Background: an optimization exercise with open tools, aiming at small area. Do not read the settings as production practice. In this exercise RTL edits were held to simulation tests only and were not proved equivalent to the original. The clock port is modelled as an ideal driver, which makes a skipped or thinned clock tree look cheaper than it is; a real chip needs a root buffer or a tree. Power is estimated from default activity; no workload was simulated.

// analogizer_top
module analogizer_top (
	input  logic       i_clk,
	input  logic       i_rst,
	input  logic       i_ena,
	input  logic [1:0] i_video_mode,
	input  logic [7:0] i_r,
	input  logic [7:0] i_g,
	input  logic [7:0] i_b,
	input  logic       i_hsync,
	input  logic       i_vsync,
	input  logic       i_csync,
	input  logic       i_blank_n,
	input  logic       i_ce_pix,
	input  logic       i_poll_req,
	input  logic [7:4] i_bank0_in,
	output logic       o_poll_ack,
	output logic       o_busy,
	output logic [15:0] o_p1_buttons,
	output logic [15:0] o_p2_buttons,
	output logic [7:0] o_bank1_out,
	output logic [7:0] o_bank2_out,
	output logic [7:0] o_bank3_out,
	output logic       o_bank1_dir,
	output logic       o_bank2_dir,
	output logic       o_bank3_dir
);
Size: about 530 cells after synthesis, about 150 flip-flops, roughly 100 I/O pins.
clock: 10.0 ns
lec_check: 0
cap_margin: 20
core_margin: 2
core_utilization: 60
slew_margin: 20
synth_hierarchical: 1
standard.sh (not shown) runs the stock make flow with config.mk's settings and CLKGATE_MAP_FILE= SYNTH_SCRIPT=/design/flow/synth_recipe.tcl, a recipe that flattens the netlist after the stock synthesis.
==> flow/flow/run.sh <==
#!/bin/bash
# The standard layout, with the smallest buffer on every port and a clock
# tree built by hand (flow/manual_cts.tcl) in place of TritonCTS. Each tool's
# output is in the ORFS logs under orfs/logs; make's own output is in flow.log.
set -euo pipefail
export BUFFER_PORTS_ARGS="-buffer_cell sky130_fd_sc_hd__buf_1"
export PRE_CTS_TCL="$PWD/flow/manual_cts.tcl"
export CLK_TREE_N=8
export CLK_ROOT_BUF=sky130_fd_sc_hd__clkbuf_4
export CLK_TREE_BUF=sky130_fd_sc_hd__clkbuf_8
export POST_CTS_TCL="$PWD/flow/post_cts.tcl"
bash standard.sh > flow.log 2>&1
==> flow/flow/manual_cts.tcl <==
# Hand-built clock tree: the clock port drives a root buffer (CLK_ROOT_BUF), or
# with none the leaf buffers directly; CLK_TREE_N leaf buffers (CLK_TREE_BUF)
# each drive one balanced cluster of the clock sinks (recursive median
# bisection of the placed sinks). TritonCTS is then skipped.
set ntree [expr {[info exists ::env(CLK_TREE_N)] ? $::env(CLK_TREE_N) : 4}]
set bufname [expr {[info exists ::env(CLK_TREE_BUF)] ? $::env(CLK_TREE_BUF) : "sky130_fd_sc_hd__clkbuf_16"}]

set block [ord::get_db_block]
set db [ord::get_db]
set clk [$block findNet i_clk]
set master [$db findMaster $bufname]

set sinks {}
foreach it [$clk getITerms] {
  set inst [$it getInst]
  set loc [$inst getLocation]
  lappend sinks [list [lindex $loc 0] [lindex $loc 1] $it]
}
puts "manual clock tree: [llength $sinks] sinks, $ntree x $bufname"

proc split_sinks { items n axis } {
  if { $n <= 1 } { return [list $items] }
  set sorted [lsort -integer -index $axis $items]
  set n1 [expr {$n / 2}]
  set k [expr {([llength $sorted] * $n1) / $n}]
  set a [lrange $sorted 0 [expr {$k - 1}]]
  set b [lrange $sorted $k end]
  set next [expr {1 - $axis}]
  return [concat [split_sinks $a $n1 $next] [split_sinks $b [expr {$n - $n1}] $next]]
}

set clusters [split_sinks $sinks $ntree 0]
set src $clk
if { [info exists ::env(CLK_ROOT_BUF)] && $::env(CLK_ROOT_BUF) != "" } {
  set root [odb::dbInst_create $block [$db findMaster $::env(CLK_ROOT_BUF)] "clkbuf_manual_root"]
  set src [odb::dbNet_create $block "clknet_manual_root"]
  $src setSigType CLOCK
  [$root findITerm A] connect $clk
  [$root findITerm X] connect $src
  set sx 0; set sy 0
  foreach s $sinks { incr sx [lindex $s 0]; incr sy [lindex $s 1] }
  $root setLocation [expr {$sx / [llength $sinks]}] [expr {$sy / [llength $sinks]}]
  $root setPlacementStatus PLACED
  puts "  root buffer $::env(CLK_ROOT_BUF)"
}
set i 0
foreach cl $clusters {
  set sx 0; set sy 0
  foreach s $cl { incr sx [lindex $s 0]; incr sy [lindex $s 1] }
  set cx [expr {$sx / [llength $cl]}]
  set cy [expr {$sy / [llength $cl]}]
  set buf [odb::dbInst_create $block $master "clkbuf_manual_$i"]
  set net [odb::dbNet_create $block "clknet_manual_$i"]
  $net setSigType CLOCK
  [$buf findITerm A] connect $src
  [$buf findITerm X] connect $net
  foreach s $cl {
    set it [lindex $s 2]
    $it disconnect
    $it connect $net
  }
  $buf setLocation $cx $cy
  $buf setPlacementStatus PLACED
  puts "  cluster $i: [llength $cl] sinks, buffer at $cx $cy"
  incr i
}

set_propagated_clock [all_clocks]

proc clock_tree_synthesis { args } {
  puts "clock_tree_synthesis skipped: the clock tree was built by hand"
}
Other scripts of this flow, unchanged in this note and not shown: flow/flow/post_cts.tcl
The baseline produced a clean layout.
Next try:
--- a/flow/flow/run.sh
+++ b/flow/flow/run.sh
@@ -7,3 +7,3 @@
 export PRE_CTS_TCL="$PWD/flow/manual_cts.tcl"
-export CLK_TREE_N=8
+export CLK_TREE_N=7
 export CLK_ROOT_BUF=sky130_fd_sc_hd__clkbuf_4
Result: Via count goes down by 0.35%. Final cell count barely changes. Total power barely changes. Global-route usage stays flat. Worst setup slack loses 15 ps. Synthesized cell count does not change.
No run of this note takes its clock network from TritonCTS; it comes from the design's own scripts or RTL.

Another version of the RTL of analogizer_top (not shown whole).
Size: about 500 cells after synthesis, roughly 150 flip-flops, roughly 100 I/O pins.
Design analogizer_top, start of the top module:
module analogizer_top (
	input  logic       i_clk,
	input  logic       i_rst,
	input  logic       i_ena,
	input  logic [1:0] i_video_mode,
	input  logic [7:0] i_r,
	input  logic [7:0] i_g,
	input  logic [7:0] i_b,
	input  logic       i_hsync,
	input  logic       i_vsync,
	input  logic       i_csync,
	input  logic       i_blank_n,
	input  logic       i_ce_pix,
	input  logic       i_poll_req,
	input  logic [7:4] i_bank0_in,
	output logic       o_poll_ack,
	output logic       o_busy,
	output logic [15:0] o_p1_buttons,
	output logic [15:0] o_p2_buttons,
	output logic [7:0] o_bank1_out,
	output logic [7:0] o_bank2_out,
	output logic [7:0] o_bank3_out,
	output logic       o_bank1_dir,
	output logic       o_bank2_dir,
	output logic       o_bank3_dir
);
==> flow/config.mk <==
export PLATFORM = sky130hd
export DESIGN_NAME = analogizer_top
export DESIGN_NICKNAME = analogizer_top
export VERILOG_FILES = /design/flow/design.v
export SDC_FILE = /design/flow/constraint.sdc
export NUM_CORES = 4
export LEC_CHECK = 0
export CAP_MARGIN = 20
export CORE_MARGIN = 2
export CORE_UTILIZATION = 60
export SLEW_MARGIN = 20
export SYNTH_HIERARCHICAL = 1
==> flow/constraint.sdc <==
create_clock -name core_clock -period 10.0 [get_ports {i_clk}]
set_input_delay 2.0000 -clock core_clock [delete_from_list [all_inputs] [get_ports {i_clk}]]
set_output_delay 2.0000 -clock core_clock [all_outputs]
set_load 0.01 [all_outputs]
==> flow/flow/run.sh <==
#!/bin/bash
# The standard layout, with the smallest buffer on every port and a clock
# tree built by hand (flow/manual_cts.tcl) in place of TritonCTS. Each tool's
# output is in the ORFS logs under orfs/logs; make's own output is in flow.log.
set -euo pipefail
export BUFFER_PORTS_ARGS="-buffer_cell sky130_fd_sc_hd__buf_1"
export PRE_CTS_TCL="$PWD/flow/manual_cts.tcl"
export CLK_TREE_N=8
export CLK_ROOT_BUF=sky130_fd_sc_hd__clkbuf_4
export CLK_TREE_BUF=sky130_fd_sc_hd__clkbuf_8
export POST_CTS_TCL="$PWD/flow/post_cts.tcl"
bash standard.sh > flow.log 2>&1
==> flow/flow/post_cts.tcl <==
# Downsize cells on paths with timing slack to spare, then legalize again
repair_timing -recover_power 100
detailed_placement
check_placement -verbose
Scripts as last shown in full above: flow/flow/manual_cts.tcl
The first run completed with no timing, DRC or antenna violations.
==> next run, changes <==
--- a/flow/flow/run.sh
+++ b/flow/flow/run.sh
@@ -7,3 +7,3 @@
 export PRE_CTS_TCL="$PWD/flow/manual_cts.tcl"
-export CLK_TREE_N=8
+export CLK_TREE_N=7
 export CLK_ROOT_BUF=sky130_fd_sc_hd__clkbuf_4
CORE_UTILIZATION = 70   (was 60)
Effect: The changed run ran to the end with no violations. Synthesized area is unchanged. Global-route usage rises by 3.5 points. Register-to-register slack degrades by 0.09 ns. Routed wire length went down by about 1%. Power went up by 5.5%. Setup slack gets worse by 0.093 ns. Die area decreases by about 14%. Cell area goes down by about 0.6%. Clock skew went down by 0.0071 ns. Fmax goes down by about 1%. Worst hold slack is better by 0.0073 ns.
==> next run, changes <==
CORE_UTILIZATION = 60   (was 70)
Outcome:
- The changed run finished clean
- setup slack improves by 0.091 ns
- clock skew is about the same
- total power shrinks by 5.5%
- via count shrinks by about 0.9%
- wire length grows by about 1.5%
- clock power grows by about 2%
- final cell count grows by 1.6%
- final area hardly moves
- utilization shrinks by 11 points
- worst hold slack improves by 0.0033 ns
No run of this note takes its clock network from TritonCTS; it comes from the design's own scripts or RTL.

## harbor
Another version of the RTL of analogizer_top (not shown whole).
Size: ~620 cells after synthesis, ~150 flip-flops.
==> flow/config.mk <==
export PLATFORM = sky130hd
export DESIGN_NAME = analogizer_top
export DESIGN_NICKNAME = analogizer_top
export VERILOG_FILES = /design/flow/design.v
export SDC_FILE = /design/flow/constraint.sdc
export NUM_CORES = 4
export LEC_CHECK = 0
export CAP_MARGIN = 20
export CORE_MARGIN = 2
export CORE_UTILIZATION = 40
export SLEW_MARGIN = 20
export SYNTH_HIERARCHICAL = 1
==> flow/constraint.sdc <==
create_clock -name core_clock -period 10.0 [get_ports {i_clk}]
set_input_delay 2.0000 -clock core_clock [delete_from_list [all_inputs] [get_ports {i_clk}]]
set_output_delay 2.0000 -clock core_clock [all_outputs]
set_load 0.01 [all_outputs]
==> flow/flow/run.sh <==
#!/bin/bash
# The standard layout, with the smallest buffer on every port and a clock
# tree built by hand (flow/manual_cts.tcl) in place of TritonCTS. Each tool's
# output is in the ORFS logs under orfs/logs; make's own output is in flow.log.
set -euo pipefail
export BUFFER_PORTS_ARGS="-buffer_cell sky130_fd_sc_hd__buf_1"
export PRE_CTS_TCL="$PWD/flow/manual_cts.tcl"
export CLK_TREE_N=8
export CLK_ROOT_BUF=sky130_fd_sc_hd__clkbuf_8
export CLK_TREE_BUF=sky130_fd_sc_hd__clkbuf_8
export POST_CTS_TCL="$PWD/flow/post_cts.tcl"
bash standard.sh > flow.log 2>&1
Scripts as last shown in full above: flow/flow/manual_cts.tcl, flow/flow/post_cts.tcl
Here is what was changed in the inputs of maple compared with harbor.
--- a/flow/flow/run.sh
+++ b/flow/flow/run.sh
@@ -9,4 +9,3 @@
 export CLK_ROOT_BUF=sky130_fd_sc_hd__clkbuf_8
 export CLK_TREE_BUF=sky130_fd_sc_hd__clkbuf_8
-export POST_CTS_TCL="$PWD/flow/post_cts.tcl"
 bash standard.sh > flow.log 2>&1
removed: flow/flow/post_cts.tcl
--- outcome ---
From harbor to maple the numbers moved as follows: post-route non-filler standard cell count now sits at about the same level; global-route usage now sits at about the same level; area of all placed cells without fillers now sits higher; clock skew now sits at about the same level; total power now sits higher. Delta (maple minus harbor): wire length on met3 now sits higher; sequential group share of total power comparable.
No run of this note takes its clock network from TritonCTS; it comes from the design's own scripts or RTL.

analogizer_top, a different RTL version from the one above (not shown whole).
Size in the first run: about 520 cells after synthesis, ~100 I/O pins.
// analogizer_top
module analogizer_top (
	input  logic       i_clk,
	input  logic       i_rst,
	input  logic       i_ena,
	input  logic [1:0] i_video_mode,
	input  logic [7:0] i_r,
	input  logic [7:0] i_g,
	input  logic [7:0] i_b,
	input  logic       i_hsync,
	input  logic       i_vsync,
	input  logic       i_csync,
	input  logic       i_blank_n,
	input  logic       i_ce_pix,
	input  logic       i_poll_req,
	input  logic [7:4] i_bank0_in,
	output logic       o_poll_ack,
	output logic       o_busy,
	output logic [15:0] o_p1_buttons,
	output logic [15:0] o_p2_buttons,
	output logic [7:0] o_bank1_out,
	output logic [7:0] o_bank2_out,
	output logic [7:0] o_bank3_out,
	output logic       o_bank1_dir,
	output logic       o_bank2_dir,
	output logic       o_bank3_dir
);
clock: 10.0 ns
lec_check: 0
cap_margin: 20
core_margin: 2
core_utilization: 60
slew_margin: 20
synth_hierarchical: 1
==> flow/flow/run.sh <==
#!/bin/bash
# The standard layout, with the smallest buffer on every port and a clock
# tree built by hand (flow/manual_cts.tcl) in place of TritonCTS. Each tool's
# output is in the ORFS logs under orfs/logs; make's own output is in flow.log.
set -euo pipefail
export BUFFER_PORTS_ARGS="-buffer_cell sky130_fd_sc_hd__buf_1"
export PRE_CTS_TCL="$PWD/flow/manual_cts.tcl"
export CLK_TREE_N=7
export CLK_ROOT_BUF=sky130_fd_sc_hd__clkbuf_4
export CLK_TREE_BUF=sky130_fd_sc_hd__clkbuf_8
export POST_CTS_TCL="$PWD/flow/post_cts.tcl"
bash standard.sh > flow.log 2>&1
==> flow/flow/post_cts.tcl <==
# Downsize cells on paths with timing slack to spare, then legalize again
repair_timing -recover_power 100
detailed_placement
check_placement -verbose
Scripts as last shown in full above: flow/flow/manual_cts.tcl
Next try:
--- a/flow/flow/run.sh
+++ b/flow/flow/run.sh
@@ -8,2 +8,2 @@
-export CLK_TREE_N=7
-export CLK_ROOT_BUF=sky130_fd_sc_hd__clkbuf_4
+export CLK_TREE_N=8
+export CLK_ROOT_BUF=sky130_fd_sc_hd__clkbuf_8
The changed run completed without violations.
Final area barely changes.
Final cell count hardly moves.
Worst hold slack got worse by 0.0054 ns.
Power increases by 0.43%.
Clock power went up by about 8%.
Worst setup slack got worse by 0.038 ns.
Sequential share of layout area went down by 0.11 points.
Wire length is higher by 0.77%.
Sequential power is about the same.
Next try:
--- a/flow/flow/run.sh
+++ b/flow/flow/run.sh
@@ -8 +8 @@
-export CLK_TREE_N=8
+export CLK_TREE_N=7
The changed run passed the timing, DRC and antenna checks.
Cell area barely changes.
Sequential power hardly moves.
Clock power went down by about 6%.
Setup slack gains 0.037 ns.
Routed wire length went down by 0.73%.
Sequential share of layout area is about the same.
In every run of this note, the design's own scripts or RTL, not TritonCTS, make the clock network.

analogizer_top with an RTL version that a note above also has.
Size in the first run: about 620 cells after synthesis, ~150 flip-flops, roughly 7400 sq um of cells after synthesis.
Settings: LEC_CHECK=0, CAP_MARGIN=20, CORE_MARGIN=2, CORE_UTILIZATION=40, SLEW_MARGIN=20, SYNTH_HIERARCHICAL=1; clock period 10.0 ns.
==> flow/flow/run.sh <==
#!/bin/bash
# The standard layout, with the smallest buffer on every port and a clock
# tree built by hand (flow/manual_cts.tcl) in place of TritonCTS. Each tool's
# output is in the ORFS logs under orfs/logs; make's own output is in flow.log.
set -euo pipefail
export BUFFER_PORTS_ARGS="-buffer_cell sky130_fd_sc_hd__buf_1"
export PRE_CTS_TCL="$PWD/flow/manual_cts.tcl"
export CLK_TREE_N=10
export CLK_ROOT_BUF=sky130_fd_sc_hd__clkbuf_8
export CLK_TREE_BUF=sky130_fd_sc_hd__clkbuf_8
bash standard.sh > flow.log 2>&1
Scripts as last shown in full above: flow/flow/manual_cts.tcl
Next try:
--- a/flow/flow/run.sh
+++ b/flow/flow/run.sh
@@ -6,6 +6,6 @@
 export BUFFER_PORTS_ARGS="-buffer_cell sky130_fd_sc_hd__buf_1"
 export PRE_CTS_TCL="$PWD/flow/manual_cts.tcl"
-export CLK_TREE_N=10
+export CLK_TREE_N=6
 export CLK_ROOT_BUF=sky130_fd_sc_hd__clkbuf_8
-export CLK_TREE_BUF=sky130_fd_sc_hd__clkbuf_8
+export CLK_TREE_BUF=sky130_fd_sc_hd__clkbuf_16
 bash standard.sh > flow.log 2>&1
Result: Worst setup slack gets worse by 0.0067 ns. Synthesized area is unchanged. Design area hardly moves. Via count hardly moves. Cell count falls by about 0.43%. Sequential share of layout area stays flat. Wire length went down by 1.2%.
In every run of this note, the design's own scripts or RTL, not TritonCTS, make the clock network.

Another version of the RTL of analogizer_top (not shown whole).
Size in the first run: ~530 cells after synthesis, about 150 flip-flops, ~100 I/O pins, roughly 7100 µm² of cells after synthesis.
clock: 10.0 ns
lec_check: 0
cap_margin: 20
core_margin: 2
core_utilization: 60
slew_margin: 20
synth_hierarchical: 1
==> flow/flow/run.sh <==
#!/bin/bash
# The standard layout, with the smallest buffer on every port and a clock
# tree built by hand (flow/manual_cts.tcl) in place of TritonCTS. Each tool's
# output is in the ORFS logs under orfs/logs; make's own output is in flow.log.
set -euo pipefail
export BUFFER_PORTS_ARGS="-buffer_cell sky130_fd_sc_hd__buf_1"
export PRE_CTS_TCL="$PWD/flow/manual_cts.tcl"
export CLK_TREE_N=8
export CLK_ROOT_BUF=sky130_fd_sc_hd__clkbuf_8
export CLK_TREE_BUF=sky130_fd_sc_hd__clkbuf_8
export POST_CTS_TCL="$PWD/flow/post_cts.tcl"
bash standard.sh > flow.log 2>&1
Scripts as last shown in full above: flow/flow/manual_cts.tcl, flow/flow/post_cts.tcl
The starting point finished with timing, DRC and antenna clean.
Edit:
--- a/flow/config.mk
+++ b/flow/config.mk
@@ -10 +10 @@
-export CORE_UTILIZATION = 60
+export CORE_UTILIZATION = 40
What happened:
- total power is lower slightly
- register-to-register slack got worse by 90 ps
- worst setup slack got worse by 91 ps
- die area is higher by well over a third
- core utilization is lower by 21 points
No run of this note takes its clock network from TritonCTS; it comes from the design's own scripts or RTL.

==> port drivers added, routing unchanged <==
The flow's constraints put no driver on any port. The routed layouts listed below were extracted and timed again, unchanged, in two steps.
Step 1 assumes that a clkbuf_16 drives the clock port and a buf_2 every other input.
Step 2 adds t to the input delays and takes it off the output delays; t is the mean of the earliest and latest rising clock arrival at the registers after step 1. Input paths then give back, and output paths get back, about the clock's delay inside the block.
Three values: ideal, step 1, step 2; two values: the first two.
run | t (ns) | setup WS [ns] | slew at the worst register clock pin (ns)
the first run of note 1 | 0.499 | 0.680 / 0.680 / 0.680 | 0.12 / 0.12
the second run of note 1 | 0.502 | 0.665 / 0.665 / 0.665 | 0.12 / 0.12
the first run of note 2 | 0.504 | 0.761 / 0.761 / 0.761 | 0.11 / 0.11
the second run of note 2 | 0.484 | 0.669 / 0.669 / 0.669 | 0.12 / 0.12
the third run of note 2 | 0.476 | 0.759 / 0.759 / 0.759 | 0.12 / 0.12
harbor | 0.431 | 3.485 / 3.485 / 3.485 | 0.12 / 0.12
maple | 0.431 | 3.546 / 3.546 / 3.546 | 0.12 / 0.12
the first run of note 4 | 0.496 | 0.825 / 0.825 / 0.825 | 0.12 / 0.12
the second run of note 4 | 0.410 | 0.786 / 0.786 / 0.786 | 0.12 / 0.12
the third run of note 4 | 0.414 | 0.823 / 0.823 / 0.823 | 0.12 / 0.12
the first run of note 5 | 0.450 | 3.569 / 3.569 / 3.569 | 0.10 / 0.10
the second run of note 5 | 0.426 | 3.562 / 3.562 / 3.562 | 0.10 / 0.10
the first run of note 6 | 0.417 | 0.572 / 0.572 / 0.572 | 0.11 / 0.11
the second run of note 6 | 0.438 | 0.481 / 0.481 / 0.481 | 0.12 / 0.12
After both steps setup and hold are still met in every run listed.
